Source: an optimization exercise on an open RTL-to-GDS flow (aim: small area, a short achievable clock period and few clock cycles per item). Production flows keep margins and buffers that such runs may drop.
In this exercise RTL edits were held to simulation tests only and were not proved equivalent to the original.
Power and IR drop assume default switching activity.

## flow/design.v (module list and top-level ports; edited modules follow where they fit)
// module mac_dsp_pipe: 896 lines
module mac_dsp_pipe #(
  parameter int A_WIDTH     = 25,
  parameter int B_WIDTH     = 18,
  parameter int ACC_WIDTH   = 48,
  parameter int PIPE_STAGES = 1
) (
  input  logic                 clk_i,
  input  logic                 rst_i,
  input  logic                 valid_i,
  output logic                 ready_o,
  input  logic [A_WIDTH-1:0]   a_i,
  input  logic [B_WIDTH-1:0]   b_i,
  input  logic                 clr_i,
  input  logic                 last_i,
  output logic                 valid_o,
  input  logic                 ready_i,
  output logic [ACC_WIDTH-1:0] acc_o,
  output logic                 ovf_o
);
  // ...
==> flow/flow/run.sh <==
#!/bin/bash
# Standard layout, with one netlist step between synthesis and floorplan: fixinv.py removes the
# inverters that Yosys leaves between full-adder cells (a full adder is self-dual, so a cell can
# compute on complemented signals instead). The new netlist is used only if ABC's cec proves it
# equivalent to the standard synthesis (registers paired by name); else the standard one is kept.
set -uo pipefail
export PATH="$FLOW_HOME/../tools/install/yosys/bin:$FLOW_HOME/../tools/install/OpenROAD/bin:$PATH"
R=orfs/results/${FLOW_PLATFORM}/mac_dsp_pipe/base
bash standard.sh synth > synth.log 2>&1 || { echo "synthesis failed"; exit 1; }
cp "$R/1_2_yosys.v" standard_synth.v
if python3 flow/fixinv.py standard_synth.v fixed_synth.v > fixinv.log 2>&1 \
   && bash flow/cec.sh standard_synth.v fixed_synth.v > cec.log 2>&1 \
   && grep -q "Networks are equivalent" cec.log; then
  echo "using the netlist with full-adder polarities fixed"
  cp fixed_synth.v "$R/1_2_yosys.v"
  touch "$R/1_2_yosys.v"
else
  echo "keeping the standard netlist"
fi
bash standard.sh > layout.log 2>&1 || { echo "layout failed"; exit 1; }
test -f out/final.def
==> flow/flow/cec.sh <==
#!/bin/bash
# usage: cec.sh gold.v gate.v  -> combinational equivalence (registers matched by name) with ABC
set -e
t=$(mktemp -d)
cat $1 $2 > $t/both.v
python3 $(dirname "$0")/lib2v.py ${LIB:-/OpenROAD-flow-scripts/flow/platforms/sky130hd/lib/sky130_fd_sc_hd__tt_025C_1v80.lib} $t/both.v > $t/cells.v
for x in gold gate; do
  f=$1; [ $x = gate ] && f=$2
  python3 $(dirname "$0")/cutff.py $f > $t/$x.v
  yosys -q -p "read_verilog $t/cells.v; read_verilog $t/$x.v; hierarchy -top mac_dsp_pipe; flatten; techmap; opt -purge; write_blif $t/$x.blif" >/dev/null
done
yosys-abc -c "cec -n $t/gold.blif $t/gate.blif"
rm -rf $t
==> flow/flow/cutff.py <==
#!/usr/bin/env python3
"""Turn every flip-flop of a flat sky130 netlist into ports (Q an input, D/DE outputs) named after
the flip-flop instance, so two netlists with the same registers can be compared combinationally."""
import re, sys
src = open(sys.argv[1]).read()
inst_re = re.compile(r'^  (sky130_fd_sc_hd__\w*dfxtp\w*) +(\S+) +\((.*?)\n  \);\n', re.S | re.M)
pin_re = re.compile(r'\.(\w+)\((.*?)\)(?:,|\s*$)', re.S)
newports, decl, assigns = [], [], []
def san(n): return re.sub(r'[^A-Za-z0-9_]', '_', n)
def esc(n): return n + ' ' if n.startswith('\\') else n
def repl(m):
    typ, name, body = m.groups()
    s = san(name)
    for p, n in pin_re.findall(body):
        n = n.strip()
        if p == 'CLK': continue
        if p == 'Q':
            newports.append(f"ffq_{s}"); decl.append(f"  input ffq_{s};\n"); assigns.append(f"  assign {esc(n)} = ffq_{s};\n")
        else:
            newports.append(f"ff{p.lower()}_{s}"); decl.append(f"  output ff{p.lower()}_{s};\n"); assigns.append(f"  assign ff{p.lower()}_{s} = {esc(n)};\n")
    return ''
src = inst_re.sub(repl, src)
src = re.sub(r'(module mac_dsp_pipe\()', r'\1' + ', '.join(newports) + ', ', src, count=1)
i = src.index(';', src.index('module mac_dsp_pipe(')) + 2
src = src[:i] + ''.join(decl) + src[i:]
src = src.replace('endmodule', ''.join(assigns) + 'endmodule')
print(src)
==> flow/flow/fixinv.py <==
#!/usr/bin/env python3
"""Remove inverters around full adders in a Yosys netlist of sky130 cells.

A full adder is self-dual: FA(~a, ~b, ~c) = (~sum, ~carry). The script picks, for each fa cell,
whether it computes on complemented signals (a local search that minimises the number of
signals that then need an inverter), removes the netlist's inverters, and inserts one inverter
per signal whose complement some load needs. The function of the netlist is unchanged.
usage: fixinv.py in.v out.v
"""
import re, sys, random

src = open(sys.argv[1]).read()
OUT_PINS = {'X', 'Y', 'Q', 'Q_N', 'SUM', 'COUT', 'HI', 'LO'}
inst_re = re.compile(r'^  (sky130_fd_sc_hd__\w+) +(\S+) +\((.*?)\n  \);\n', re.S | re.M)
pin_re = re.compile(r'\.(\w+)\((.*?)\)(?:,|\s*$)', re.S)

insts = []
for m in inst_re.finditer(src):
    typ, name, body = m.group(1), m.group(2), m.group(3)
    pins = [(p, n.strip()) for p, n in pin_re.findall(body)]
    insts.append(dict(typ=typ, name=name, pins=pins, span=m.span()))
head = src[:insts[0]['span'][0]]
tail = src[insts[-1]['span'][1]:]
# the text between instances must be empty (only instances are rewritten)
for a, b in zip(insts, insts[1:]):
    assert src[a['span'][1]:b['span'][0]].strip() == '', 'unexpected text between cells'
ports = set()
for m in re.finditer(r'^\s*(input|output)\s+(\[[^\]]*\]\s*)?(\S+);', head, re.M):
    ports.add(m.group(3))
def base_net(n):
    n = n.strip()
    if n.startswith('\\'): return n.split(' ')[0]
    return re.sub(r'\[\d+\]$', '', n)
def is_port(n): return base_net(n) in ports

is_inv = lambda t: re.search(r'__(clk)?inv(lp)?_\d+$', t) is not None
is_fa = lambda t: re.search(r'__fa_\d+$', t) is not None

driver = {}
for i, c in enumerate(insts):
    for p, n in c['pins']:
        if p in OUT_PINS:
            driver[n] = (i, p)
# removable inverters: input and output not ports
inv_ok = set()
for i, c in enumerate(insts):
    if is_inv(c['typ']):
        d = dict(c['pins'])
        if not is_port(d['Y']) and not is_port(d['A']):
            inv_ok.add(i)
def root(n):
    pol = 0
    seen = 0
    while n in driver and driver[n][0] in inv_ok:
        n = dict(insts[driver[n][0]]['pins'])['A']; pol ^= 1; seen += 1
        assert seen < 100
    return n, pol

# loads: (inst index, pin idx, root, pol)
loads = []
for i, c in enumerate(insts):
    if i in inv_ok: continue
    for k, (p, n) in enumerate(c['pins']):
        if p in OUT_PINS or not n or n.startswith("1'b"): continue
        r, pol = root(n)
        loads.append((i, k, r, pol))
# root -> loads
from collections import defaultdict
by_root = defaultdict(list)
for L in loads: by_root[L[2]].append(L)
fa_idx = [i for i, c in enumerate(insts) if is_fa(c['typ'])]
flip = defaultdict(int)
def drv_flip(r):
    d = driver.get(r)
    return flip[d[0]] if d and is_fa(insts[d[0]]['typ']) else 0
def cost_root(r):
    ph = drv_flip(r)
    for (i, k, _, pol) in by_root[r]:
        if pol ^ flip[i] != ph: return 1
    return 0
# roots touched by each fa
touch = defaultdict(set)
for i in fa_idx:
    for p, n in insts[i]['pins']:
        if p in OUT_PINS: touch[i].add(n)
        elif n and not n.startswith("1'b"): touch[i].add(root(n)[0])
total = sum(cost_root(r) for r in by_root)
start_cost = total
random.seed(1)
for it in range(50):
    improved = False
    order = fa_idx[:]; random.shuffle(order)
    for i in order:
        before = sum(cost_root(r) for r in touch[i])
        flip[i] ^= 1
        after = sum(cost_root(r) for r in touch[i])
        if after < before or (after == before and random.random() < 0.1 and it < 25):
            total += after - before
            improved = improved or after < before
        else:
            flip[i] ^= 1
    if not improved and it >= 25: break
total = sum(cost_root(r) for r in by_root)
n_inv_before = len(inv_ok)

# rebuild
def esc(n): return n + ' ' if n.startswith('\\') else n
newpin = {}
neg_net = {}
extra = []
wires = []
cnt = 0
for r, Ls in by_root.items():
    ph = drv_flip(r)
    for (i, k, _, pol) in Ls:
        need = pol ^ flip[i]
        if need == ph:
            newpin[(i, k)] = r
        else:
            if r not in neg_net:
                nn = f"_fixinv_n{cnt}_"; cnt += 1
                neg_net[r] = nn
                wires.append(f"  wire {nn};\n")
                extra.append(f"  sky130_fd_sc_hd__inv_1 _fixinv_i{cnt}_ (\n    .A({esc(r)}),\n    .Y({nn})\n  );\n")
            newpin[(i, k)] = neg_net[r]
out = [head.replace('\nendmodule', '') if False else head]
out.extend(wires)
for i, c in enumerate(insts):
    if i in inv_ok: continue
    pins = []
    for k, (p, n) in enumerate(c['pins']):
        n2 = newpin.get((i, k), n)
        pins.append(f"    .{p}({esc(n2)})")
    out.append(f"  {c['typ']} {c['name']} (\n" + ",\n".join(pins) + "\n  );\n")
out.extend(extra)
out.append(tail)
open(sys.argv[2], 'w').write("".join(out))
sys.stderr.write(f"fixinv: {len(fa_idx)} full adders, {sum(flip[i] for i in fa_idx)} flipped; "
                 f"inverters {n_inv_before} -> {len(extra)}\n")
==> flow/flow/lib2v.py <==
#!/usr/bin/env python3
"""Write Verilog models of the sky130hd cells a netlist uses, from the liberty functions."""
import re, sys
lib = open(sys.argv[1]).read()
used = set(re.findall(r'(sky130_fd_sc_hd__\w+)\s+\S+\s*\(', open(sys.argv[2]).read()))
out = []
seen = set()
for m in re.finditer(r'\n\s*cell\s*\(\s*"?(sky130_fd_sc_hd__\w+)"?\s*\)\s*\{', lib):
    name = m.group(1)
    if name not in used or name in seen: continue
    seen.add(name)
    # cell body: up to next top-level cell
    start = m.end()
    nxt = lib.find('\n    cell (', start)
    body = lib[start:nxt if nxt > 0 else len(lib)]
    pins = re.findall(r'\n\s*pin\s*\(\s*"?(\w+)"?\s*\)\s*\{(.*?)(?=\n\s*pin\s*\(|\Z)', body, re.S)
    ins, outs = [], []
    for pn, pb in pins:
        d = re.search(r'direction\s*:\s*"?(\w+)"?', pb).group(1)
        f = re.search(r'\bfunction\s*:\s*"([^"]*)"', pb)
        if d == 'input': ins.append(pn)
        elif d == 'output': outs.append((pn, f.group(1) if f else None))
    if 'edfxtp' in name:
        out.append(f"module {name}(input CLK, input D, input DE, output reg Q); always @(posedge CLK) if (DE) Q <= D; endmodule")
        continue
    if 'dfxtp' in name:
        out.append(f"module {name}(input CLK, input D, output reg Q); always @(posedge CLK) Q <= D; endmodule")
        continue
    if 'XX' in name:
        out.append(f"module {name}(input CLK, input D, input DE, output reg Q); always @(posedge CLK) if (DE) Q <= D; endmodule")
        continue
    ports = ", ".join([f"input {p}" for p in ins] + [f"output {p}" for p, _ in outs])
    lines = [f"module {name}({ports});"]
    for p, f in outs:
        if f is None:
            lines.append(f"  assign {p} = 1'b0; // no function")
            continue
        e = f.replace('!', '~').replace('+', '|')
        e = re.sub(r"(\w+)'", r"(~\1)", e)
        e = re.sub(r'(\w|\))\s+(\w|\(|~)', r'\1 & \2', e)
        lines.append(f"  assign {p} = {e};")
    lines.append("endmodule")
    out.append("\n".join(lines))
print("\n".join(out))
==> flow/standard.sh <==
#!/bin/bash
# synth_recipe.tcl (not shown) runs the flow's synth.tcl, then flattens the netlist and writes it again
# the make line also repeats each setting of config.mk as NAME=value (left out here)
make -C /OpenROAD-flow-scripts/flow DESIGN_CONFIG=/design/flow/config.mk WORK_HOME=/design/flow/orfs CLKGATE_MAP_FILE= SYNTH_SCRIPT=/design/flow/synth_recipe.tcl "${@:-finish}"
==> flow/config.mk <==
export PLATFORM = sky130hd
export DESIGN_NAME = mac_dsp_pipe
export DESIGN_NICKNAME = mac_dsp_pipe
export VERILOG_FILES = /design/flow/design.v
export SDC_FILE = /design/flow/constraint.sdc
export NUM_CORES = 4
export LEC_CHECK = 0
export CAP_MARGIN = 20
export CORE_MARGIN = 2
export CORE_UTILIZATION = 40
export PLACE_DENSITY = 0.6
export SETUP_SLACK_MARGIN = 3
export SLEW_MARGIN = 20
==> flow/constraint.sdc <==
create_clock -name core_clock -period 7.0 [get_ports {clk_i}]
set_input_delay 1.4000 -clock core_clock [delete_from_list [all_inputs] [get_ports {clk_i}]]
set_output_delay 1.4000 -clock core_clock [all_outputs]
set_load 0.01 [all_outputs]
==> load_flow_metrics.sql, run 1 <==
INSERT INTO impl_metrics (metric_group, metric, value, unit) VALUES
('floorplan', 'initial_core_utilization', '40.3', '%'),
('cells_and_area', 'area_occupied_by_multi_input_gates', '10700', 'µm²'),
('floorplan', 'row_count', '76', ''),
('global_routing', 'grt_max_degree', '74', ''),
('job', 'drv_cap', '0', ''),
('power_and_ir_drop', 'seq-power', '2.58', 'mW'),
('power_and_ir_drop', 'p_comb_share', '65.2', '%'),
('cells_and_area', 'buffers', '144', ''),
('setup_path', 'timing.critical_path.slowest_stage_cell', 'edfxtp_1', ''),
('outcome', 'run_status', 'complete, no violations', ''),
('placement', 'routabilityCongestion', '0.855', ''),
('setup_path', 'critPathMostFrequentCell', 'fa_1', ''),
('timing', 'finalCriticalPeriod', '3.89', 'ns'),
('clocking', 'clockRootBuffer', 'clkbuf_16', ''),
('cells_and_area', 'nFlopsAndLatches', '192', ''),
('floorplan', 'core_region_area', '42900', 'µm²'),
('cells_and_area', 'most-common-layout-cells', 'a22oi_1, fa_1, edfxtp_1', ''),
('global_routing', 'globalRoute.busiestLayer', 'met2', ''),
('setup_path', 'critical-path-max-stage-delay', '1.08', 'ns'),
('synthesis', 'yosys_warnings', '1', ''),
('cells_and_area', 'synthToLayoutAreaGrowth', '13.3', '%'),
('setup_path', 'worst-r2r-cell-count', '7', ''),
('setup_path', 'regToRegStartpoint', 'r_one[7]', ''),
('synthesis', 'netlist_area', '17300', 'µm²'),
('global_routing', 'overflow', '0', ''),
('global_routing', 'number_of_antenna_violations_at_the_first_check_in_global_routing', '0', ''),
('cells_and_area', 'multi_input_area_share', '54.7', '%'),
('detailed_routing', 'met2_wirelength', '19.5', 'mm'),
('min_path', 'min-delay-path-class', 'flip-flop to flip-flop', ''),
('setup_path', 'cp-start-kind', 'flip-flop', ''),
('clocking', 'tritoncts', 'built', ''),
('cells_and_area', 'largest_register', 'acc', ''),
('timing', 'final.period_utilization', '55.6', '%'),
('detailed_routing', 'route.vias.total', '11300', ''),
('cells_and_area', 'non_filler_instance_count_after_layout', '2097', ''),
('cells_and_area', 'share_of_cell_area_taken_by_flip_flops_and_latches', '29.3', '%'),
('detailed_routing', 'route.final.wire_length', '43.3', 'mm'),
('detailed_routing', 'top_signal_layer_used', 'met4', ''),
('timing', 'timing.final.ws_setup', '3.11', 'ns'),
('global_routing', 'grt_pass1_wl', '68.2', 'mm'),
('power_and_ir_drop', 'vdd.ir_drop.worst', '0.000260', 'V'),
('clocking', 'ctsHtreeMaxLevel', '4', ''),
('detailed_routing', 'final_antenna_violating_net_count', '0', ''),
('setup_path', 'setup.worst_path.end', 'c_y[21]', '');
Testbench counts, summed over its fixed seeds: cycles 16,090, samples 16,066.
==> run 2, diff against run 1 <==
--- a/flow/design.v
+++ b/flow/design.v
@@ -40,17 +40,17 @@
   logic [24:0] pp7;
   logic one8, two8, neg8, ppn8, e_one8, e_two8, e_neg8;
   logic [24:0] pp8;
   logic fs0, fc0, fs1, fc1, fs2, fc2, fs3, fc3, fs4, fc4, fs5, fc5, fs6, fc6, fs7, fc7, fs8, fc8, fs9, fc9, fs10, fc10, fs11, fc11, fs12, fc12, fs13, fc13, fs14, fc14, fs15, fc15, fs16, fc16, fs17, fc17, fs18, fc18, fs19, fc19, fs20, fc20, fs21, fc21, fs22, fc22, fs23, fc23, fs24, fc24, fs25, fc25, fs26, fc26, fs27, fc27, fs28, fc28, fs29, fc29, fs30, fc30, fs31, fc31, fs32, fc32, fs33, fc33, fs34, fc34, fs35, fc35, fs36, fc36, fs37, fc37, fs38, fc38, fs39, fc39, fs40, fc40, fs41, fc41, fs42, fc42, fs43, fc43, fs44, fc44, fs45, fc45, fs46, fc46, fs47, fc47, fs48, fc48, fs49, fc49, fs50, fc50, fs51, fc51, fs52, fc52, fs53, fc53, fs54, fc54, fs55, fc55, fs56, fc56, fs57, fc57, fs58, fc58, fs59, fc59, fs60, fc60, fs61, fc61, fs62, fc62, fs63, fc63, fs64, fc64, fs65, fc65, fs66, fc66, fs67, fc67, fs68, fc68, fs69, fc69, fs70, fc70, fs71, fc71, fs72, fc72, fs73, fc73, fs74, fc74, fs75, fc75, fs76, fc76, fs77, fc77, fs78, fc78, fs79, fc79, fs80, fc80, fs81, fc81, fs82, fc82, fs83, fc83, fs84, fc84, fs85, fc85, fs86, fc86, fs87, fc87, fs88, fc88, fs89, fc89, fs90, fc90, fs91, fc91, fs92, fc92, fs93, fc93, fs94, fc94, fs95, fc95, fs96, fc96, fs97, fc97, fs98, fc98, fs99, fc99, fs100, fc100, fs101, fc101, fs102, fc102, fs103, fc103, fs104, fc104, fs105, fc105, fs106, fc106, fs107, fc107, fs108, fc108, fs109, fc109, fs110, fc110, fs111, fc111, fs112, fc112, fs113, fc113, fs114, fc114, fs115, fc115, fs116, fc116, fs117, fc117, fs118, fc118, fs119, fc119, fs120, fc120, fs121, fc121, fs122, fc122, fs123, fc123, fs124, fc124, fs125, fc125, fs126, fc126, fs127, fc127, fs128, fc128, fs129, fc129, fs130, fc130, fs131, fc131, fs132, fc132, fs133, fc133, fs134, fc134, fs135, fc135, fs136, fc136, fs137, fc137, fs138, fc138, fs139, fc139, fs140, fc140, fs141, fc141, fs142, fc142, fs143, fc143, fs144, fc144, fs145, fc145, fs146, fc146, fs147, fc147, fs148, fc148, fs149, fc149, fs150, fc150, fs151, fc151, fs152, fc152, fs153, fc153, fs154, fc154, fs155, fc155, fs156, fc156, fs157, fc157, fs158, fc158, fs159, fc159, fs160, fc160, fs161, fc161, fs162, fc162, fs163, fc163, fs164, fc164, fs165, fc165, fs166, fc166, fs167, fc167, fs168, fc168, fs169, fc169, fs170, fc170, fs171, fc171, fs172, fc172, fs173, fc173, fs174, fc174, fs175, fc175, fs176, fc176, fs177, fc177, fs178, fc178, fs179, fc179, fs180, fc180, fs181, fc181, fs182, fc182, fs183, fc183, fs184, fc184, fs185, fc185, fs186, fc186, fs187, fc187, fs188, fc188, fs189, fc189, fs190, fc190, fs191, fc191, fs192, fc192, fs193, fc193, fs194, fc194, fs195, fc195, fs196, fc196, fs197, fc197, fs198, fc198, fs199, fc199;
   logic [24:0] r_a;
   logic r_v, r_clr, r_last;
   logic [8:0] r_one, r_two, r_neg;
   logic [48:0] c_x, c_y, s3, c3;
-  logic c_v, c_last, c_start;
+  logic c_v, c_last, c_start, c_start_nx;
   logic [48:0] g_f, p_f;
   assign ce      = !valid_o || ready_i;
   assign ready_o = ce;
   assign take    = valid_i && ce;
   assign bm      = {b_i, 1'b0};
   assign e_neg0 = bm[2];
   assign e_one0 = (bm[1] ^ bm[0]);
   assign e_two0 = ((bm[2] & !bm[1] & !bm[0]) | (!bm[2] & bm[1] & bm[0]));
@@ -545,27 +545,28 @@
   assign fs199 = 1'b1 ^ pp8[24];
   assign fc199 = 1'b1 & pp8[24];
   assign rx = {1'b1, 1'b0, 1'b1, 1'b1, 1'b1, 1'b1, 1'b1, fc199, fc198, fc197, fc196, fc195, fc194, fc193, fc192, fc191, fc190, fc189, fc188, fc187, fc186, fc185, fc184, fc183, fc182, fc181, fc180, fc179, fc178, fc177, fc176, fc175, fc174, fc173, fc172, fc171, fc170, fc169, fc168, fc167, fc166, fc165, fc164, fc163, fc162, fc161, fs161, pp0[1], neg0};
   assign ry = {1'b0, 1'b0, 1'b0, 1'b0, 1'b0, 1'b0, 1'b0, ppn8, fs199, fs198, fs197, fs196, fs195, fs194, fs193, fs192, fs191, fs190, fs189, fs188, fs187, fs186, fs185, fs184, fs183, fs182, fs181, fs180, fs179, fs178, fs177, fs176, fs175, fs174, fs173, fs172, fs171, fs170, fs169, fs168, fs167, fs166, fs165, fs164, fs163, fs162, pp1[0], 1'b0, pp0[0]};
   always_ff @(posedge clk_i) begin
     if (rst_i) c_v <= 1'b0;
     else if (ce) c_v <= r_v;
   end
+  assign c_start_nx = r_clr || (c_v ? c_last : new_frame);
   always_ff @(posedge clk_i) begin
     if (ce) begin
-      c_start <= r_clr || (c_v ? c_last : new_frame);
+      c_start <= c_start_nx;
       c_last <= r_last;
       c_x    <= rx;
       c_y    <= ry;
     end
   end
   assign start = c_start;
   assign clear = c_v && start;
-  assign base = clear ? 48'd0 : acc;
+  assign base = start ? 48'd0 : acc;
   assign basen47 = !base[47];
   assign s3 = {1'b0, basen47, base[46:0]} ^ c_x ^ c_y;
   assign c3 = {(({1'b0, basen47, base[46:0]} & c_x) | ({1'b0, basen47, base[46:0]} & c_y) | (c_x & c_y)), 1'b0};
   assign g_f = s3 & c3;
   assign p_f = s3 ^ c3;
   wire gg_f0 = g_f[1] | (p_f[1] & g_f[0]);
   wire pg_f0 = p_f[1] & p_f[0];
   wire gg_f1 = g_f[3] | (p_f[3] & g_f[2]);
--- a/flow/flow/run.sh
+++ b/flow/flow/run.sh
@@ -1,16 +1,18 @@
 #!/bin/bash
 # Standard layout, with one netlist step between synthesis and floorplan: fixinv.py removes the
 # inverters that Yosys leaves between full-adder cells (a full adder is self-dual, so a cell can
 # compute on complemented signals instead). The new netlist is used only if ABC's cec proves it
 # equivalent to the standard synthesis (registers paired by name); else the standard one is kept.
 set -uo pipefail
 export PATH="$FLOW_HOME/../tools/install/yosys/bin:$FLOW_HOME/../tools/install/OpenROAD/bin:$PATH"
 R=orfs/results/${FLOW_PLATFORM}/mac_dsp_pipe/base
+# port buffers: a plain buffer instead of the delay cell buffer_ports picks by itself
+export BUFFER_PORTS_ARGS="-buffer_cell sky130_fd_sc_hd__buf_1"
 bash standard.sh synth > synth.log 2>&1 || { echo "synthesis failed"; exit 1; }
 cp "$R/1_2_yosys.v" standard_synth.v
 if python3 flow/fixinv.py standard_synth.v fixed_synth.v > fixinv.log 2>&1 \
    && bash flow/cec.sh standard_synth.v fixed_synth.v > cec.log 2>&1 \
    && grep -q "Networks are equivalent" cec.log; then
   echo "using the netlist with full-adder polarities fixed"
   cp fixed_synth.v "$R/1_2_yosys.v"
   touch "$R/1_2_yosys.v"
==> flow/flow/cec.sh (replaced) <==
#!/bin/bash
# usage: cec.sh gold.v gate.v  -> combinational equivalence (registers matched by name) with ABC
set -e
t=$(mktemp -d -p .)
cat $1 $2 > $t/both.v
python3 $(dirname "$0")/lib2v.py ${LIB:-/OpenROAD-flow-scripts/flow/platforms/sky130hd/lib/sky130_fd_sc_hd__tt_025C_1v80.lib} $t/both.v > $t/cells.v
for x in gold gate; do
  f=$1; [ $x = gate ] && f=$2
  python3 $(dirname "$0")/cutff.py $f > $t/$x.v
  yosys -q -p "read_verilog $t/cells.v; read_verilog $t/$x.v; hierarchy -top mac_dsp_pipe; flatten; techmap; opt -purge; write_blif $t/$x.blif" >/dev/null
done
yosys-abc -c "cec -n $t/gold.blif $t/gate.blif"
rm -rf $t
--- a/flow/flow/fixinv.py
+++ b/flow/flow/fixinv.py
@@ -31,16 +31,25 @@
     n = n.strip()
     if n.startswith('\\'): return n.split(' ')[0]
     return re.sub(r'\[\d+\]$', '', n)
 def is_port(n): return base_net(n) in ports
 
 is_inv = lambda t: re.search(r'__(clk)?inv(lp)?_\d+$', t) is not None
 is_fa = lambda t: re.search(r'__fa_\d+$', t) is not None
 
+# single-output cells with a complementary cell of the same inputs: (cell, its output pin)
+COMP = {}
+for a, b in [('nand2_1', 'and2_1'), ('nor2_1', 'or2_1'), ('xor2_1', 'xnor2_1'), ('a21oi_1', 'a21o_1'),
+             ('a22oi_1', 'a22o_1'), ('o21ai_1', 'o21a_1'), ('nand3_1', 'and3_1'), ('nor3_1', 'or3_1'),
+             ('a211oi_1', 'a211o_1'), ('o211ai_1', 'o211a_1'), ('a31oi_1', 'a31o_1'), ('o22ai_1', 'o22a_1')]:
+    COMP['sky130_fd_sc_hd__' + a] = 'sky130_fd_sc_hd__' + b
+    COMP['sky130_fd_sc_hd__' + b] = 'sky130_fd_sc_hd__' + a
+def outpin(t):
+    return 'Y' if re.search(r'__(nand|nor|xnor|a\d+oi|o\d+ai|inv|clkinv)', t) else 'X'
 driver = {}
 for i, c in enumerate(insts):
     for p, n in c['pins']:
         if p in OUT_PINS:
             driver[n] = (i, p)
 # removable inverters: input and output not ports
 inv_ok = set()
 for i, c in enumerate(insts):
@@ -68,17 +77,23 @@
 from collections import defaultdict
 by_root = defaultdict(list)
 for L in loads: by_root[L[2]].append(L)
 fa_idx = [i for i, c in enumerate(insts) if is_fa(c['typ'])]
 flip = defaultdict(int)
 def drv_flip(r):
     d = driver.get(r)
     return flip[d[0]] if d and is_fa(insts[d[0]]['typ']) else 0
+def comp_root(r):
+    d = driver.get(r)
+    return d is not None and insts[d[0]]['typ'] in COMP and not is_port(r)
 def cost_root(r):
+    if comp_root(r):
+        needs = set(pol ^ flip[i] for (i, k, _, pol) in by_root[r])
+        return 1 if len(needs) > 1 else 0
     ph = drv_flip(r)
     for (i, k, _, pol) in by_root[r]:
         if pol ^ flip[i] != ph: return 1
     return 0
 # roots touched by each fa
 touch = defaultdict(set)
 for i in fa_idx:
     for p, n in insts[i]['pins']:
@@ -102,21 +117,33 @@
     if not improved and it >= 25: break
 total = sum(cost_root(r) for r in by_root)
 n_inv_before = len(inv_ok)
 
 # rebuild
 def esc(n): return n + ' ' if n.startswith('\\') else n
 newpin = {}
 neg_net = {}
+swapped = 0
+for r, Ls in by_root.items():
+    if comp_root(r):
+        needs = set(pol ^ flip[i] for (i, k, _, pol) in Ls)
+        if needs == {1}:
+            di = driver[r][0]
+            c = insts[di]
+            t2 = COMP[c['typ']]
+            c['pins'] = [((outpin(t2) if p == outpin(c['typ']) else p), n) for p, n in c['pins']]
+            c['typ'] = t2
+            flip[('drv', r)] = 1
+            swapped += 1
 extra = []
 wires = []
 cnt = 0
 for r, Ls in by_root.items():
-    ph = drv_flip(r)
+    ph = drv_flip(r) ^ flip[('drv', r)]
     for (i, k, _, pol) in Ls:
         need = pol ^ flip[i]
         if need == ph:
             newpin[(i, k)] = r
         else:
             if r not in neg_net:
                 nn = f"_fixinv_n{cnt}_"; cnt += 1
                 neg_net[r] = nn
@@ -131,9 +158,9 @@
     for k, (p, n) in enumerate(c['pins']):
         n2 = newpin.get((i, k), n)
         pins.append(f"    .{p}({esc(n2)})")
     out.append(f"  {c['typ']} {c['name']} (\n" + ",\n".join(pins) + "\n  );\n")
 out.extend(extra)
 out.append(tail)
 open(sys.argv[2], 'w').write("".join(out))
 sys.stderr.write(f"fixinv: {len(fa_idx)} full adders, {sum(flip[i] for i in fa_idx)} flipped; "
-                 f"inverters {n_inv_before} -> {len(extra)}\n")
+                 f"{swapped} cells complemented; inverters {n_inv_before} -> {len(extra)}\n")
==> flow/config.mk (replaced) <==
export PLATFORM = sky130hd
export DESIGN_NAME = mac_dsp_pipe
export DESIGN_NICKNAME = mac_dsp_pipe
export VERILOG_FILES = /design/flow/design.v
export SDC_FILE = /design/flow/constraint.sdc
export NUM_CORES = 4
export LEC_CHECK = 0
export CAP_MARGIN = 20
export CORE_MARGIN = 2
export CORE_UTILIZATION = 75
export PLACE_DENSITY = 0.85
export SETUP_SLACK_MARGIN = 3.0
export SLEW_MARGIN = 20
==> load_flow_metrics.sql, run 2 <==
INSERT INTO impl_metrics (metric_group, metric, value, unit) VALUES
('cells_and_area', 'most-common-layout-cells', 'xnor2_1, a22oi_1, fa_1', ''),
('clocking', 'clk-insertion-delay-late', '0.45', 'ns'),
('cells_and_area', 'synthToLayoutAreaGrowth', '8.62', '%'),
('cells_and_area', 'finish.net_count', '1834', ''),
('placement', 'detailed_place_hpwl', '29.0', 'mm'),
('global_routing', 'grt_pass1_vias', '12700', ''),
('detailed_routing', 'drt-initial-drc-count', '2024', ''),
('cells_and_area', 'antenna_cells', '0', ''),
('timing', 'totalNegativeSetupSlack', '0', 'ns'),
('detailed_routing', 'routed_wire_length_per_instance', '25.6', 'µm'),
('setup_path', 'critical-path-max-stage-delay', '1.06', 'ns'),
('timing', 'max_slew_margin', '20.6', '%'),
('timing', 'timing.final.ws_setup', '3.00', 'ns'),
('setup_path', 'timing.critical_path.slowest_stage_cell', 'edfxtp_1', ''),
('synthesis', 'syn_inst', '1448', ''),
('detailed_routing', 'route.final.wire_length', '46.0', 'mm'),
('timing', 'final.period_utilization', '57.1', '%'),
('setup_path', 'cp-end-kind', 'flip-flop', ''),
('power_and_ir_drop', 'vdd.ir_drop.worst', '0.000293', 'V'),
('floorplan', 'floorplan.io_pins', '100', ''),
('timing', 'finalCriticalPeriod', '4.00', 'ns'),
('cells_and_area', 'drive_above_1_share', '8.28', '%'),
('setup_path', 'critical_path.max_fanout', '26', ''),
('power_and_ir_drop', 'power_per_cell_area', '483', 'nW/µm²'),
('cells_and_area', 'largest_register_ff_count', '48', ''),
('cells_and_area', 'layout.cells.most_common', 'xnor2_1', ''),
('timing', 'finalHoldViolations', '0', ''),
('floorplan', 'die_width', '156', 'µm'),
('setup_path', 'critical_path_cell_by_cell', 'a22oi_1 > xor2_1 > fa_1 > fa_1 > fa_1 > fa_1', ''),
('setup_path', 'timing.setup.critical_path_class', 'flip-flop to flip-flop', ''),
('placement', 'place_ws', '2.48', 'ns'),
('synthesis', 'yosys_warnings', '1', ''),
('placement', 'routabilityCongestion', '0.919', ''),
('min_path', 'min-delay-path-class', 'flip-flop to flip-flop', ''),
('clocking', 'tritoncts', 'built', ''),
('floorplan', 'die_area', '24400', 'µm²'),
('placement', 'dpl_cell_area', '17800', 'µm²'),
('timing', 'max_clock_freq', '250', 'MHz'),
('setup_path', 'critPathMostFrequentCell', 'fa_1', ''),
('clocking', 'cts_max_path_buffers', '2', ''),
('timing', 'finClkSkew', '0.0167', 'ns'),
('floorplan', 'initial_core_utilization', '76.6', '%'),
('floorplan', 'row_count', '55', ''),
('floorplan', 'die_height', '156', 'µm'),
('detailed_routing', 'final_antenna_violating_net_count', '0', ''),
('synthesis', 'post_synth.cell_area_avg', '12.0', 'µm²'),
('global_routing', 'overflow', '0', ''),
('timing', 'worst_pin_slew', '1.19', 'ns'),
('clocking', 'post_cts_hold_buffer_count', '0', ''),
('clocking', 'clockRootBuffer', 'clkbuf_16', ''),
('timing', 'grt_setup_unrepaired', 'no', ''),
('timing', 'post_route_worst_hold_slack', '0.444', 'ns'),
('synthesis', 'netlist_area', '17400', 'µm²'),
('cells_and_area', 'biggestRegsByFlops', 'acc (48), c_x (42), c_y (41)', ''),
('clocking', 'ctsHtreeMaxLevel', '4', ''),
('synthesis', 'nets_in_the_synthesized_netlist', '1786', ''),
('cells_and_area', 'finish.utilization', '83.2', '%'),
('global_routing', 'grt_max_degree', '77', ''),
('cells_and_area', 'largest_register', 'acc', ''),
('clocking', 'clk_pin_slew', '0.08', 'ns'),
('timing', 'drv_slew', '0', ''),
('clocking', 'clock_sink_count', '192', ''),
('setup_path', 'cp-start-kind', 'flip-flop', ''),
('cells_and_area', 'fin_area', '18900', 'µm²'),
('job', 'drv_cap', '0', ''),
('global_routing', 'globalRouteTotalUtil', '37.5', '%'),
('global_routing', 'number_of_antenna_violations_at_the_first_check_in_global_routing', '0', ''),
('detailed_routing', 'remaining_drc_errors', '0', ''),
('power_and_ir_drop', 'leakagePower', '7.28', 'nW'),
('placement', 'port_buffers', '99', ''),
('timing', 'setup_viol', '0', ''),
('clocking', 'tritoncts.num_buffers', '17', ''),
('floorplan', 'core_region_area', '22700', 'µm²'),
('setup_path', 'arrival', '4.17', 'ns'),
('setup_path', 'required', '7.18', 'ns'),
('global_routing', 'grt_pass1_wl', '69.1', 'mm'),
('detailed_routing', 'drt-vias-per-instance', '6.99', ''),
('outcome', 'run_status', 'complete, no violations', ''),
('detailed_routing', 'route.vias.total', '12500', ''),
('detailed_routing', 'dr.pass1.iters', '8', '');
==> run 2: final cells by class <==
class | instances | area, µm²
Multi-Input combinational cell | 1059 | 11100
Inverter | 61 | 233
Sequential cell | 192 | 5730
Clock inverter | 14 | 129
Timing Repair Buffer | 165 | 942
Clock buffer | 18 | 429
Fill cell | 1230 | 3810
Tap cell | 285 | 357
==> run 2: report_power, final <==
part	internal (mW)	total, mW	switching, mW
registers	2.11	2.42	0.314
clock network	0.468	0.958	0.490
logic	2.57	5.75	3.18
==> run 2: final timing paths <==
kind                            slack (ns)     start       to  depth (start not counted)
worst max-delay path                  3.00  r_one[4]  c_y[19]                          6
worst min-delay path                  0.44    r_last   c_last                          0
worst max register to register        3.00  r_one[4]  c_y[19]                          6
worst min register to register        0.44    r_last   c_last                          0
==> run 2: metal layers <==
layer  vias to the layer above  routed length [µm]  global-route usage (%)
met5                         -                   0                    1.45
met3                       190                6680                    10.9
met1                      6111               16900                    53.3
met4                         0                1910                    12.6
met2                      1052               20500                    56.3
li1                       5184                   -                       -
==> run 2: metrics by stage <==
stage / power [mW] / std cells
CTS: 8.77 / 1758
finish: 9.13 / 1794
global route: 9.74 / 1794
global placement: 7.35 / 1718
floorplan: 6.14 / 1448
detailed placement: 7.72 / 1718
==> run 2: what timing repair did <==
action,4_1_cts,5_1_grt
pin swaps,3,11
resized for setup,8,16
endpoints found under the setup margin,52,25
setup buffers,8,35
gates cloned,0,0
==> run 2: critical path, delay by kind of cell (launching register included) <==
kind | cells | cell delay, ns
AO/OA/AOI/OAI | 1 | 0.30
flip-flops | 1 | 1.06
adder cells (fa/ha/maj) | 4 | 2.13
XOR/XNOR | 1 | 0.25
Testbench counts of run 2, summed over its fixed seeds: cycles 16,090, samples 16,066.

static timing again, ports no longer ideal:
No port has a modelled driver above. Below, the same layouts with a new extraction and two added sets of constraints.
Step 1, drivers: a clkbuf_16 drives clk_i and a buf_2 each remaining input, both assumed.
Step 2, shift: input delay + t, output delay - t, t = (earliest + latest rising clock arrival at the registers) / 2. This alone moves slack from input paths to output paths.
a / b / c = ideal / step 1 / step 2; a / b = the first two.
| run | shift t [ns] | setup WS [ns] | pins driven straight from the clock port |
|---|---|---|---|
| run 1 | 0.520 | 3.108 / 3.108 / 3.040 | 1 |
| run 2 | 0.491 | 3.004 / 3.004 / 3.004 | 1 |
After both steps setup and hold are still met in every run listed. The setup slack of run 1, which loses most, moves by 0.000 ns with the drivers and by -0.068 ns with both steps.
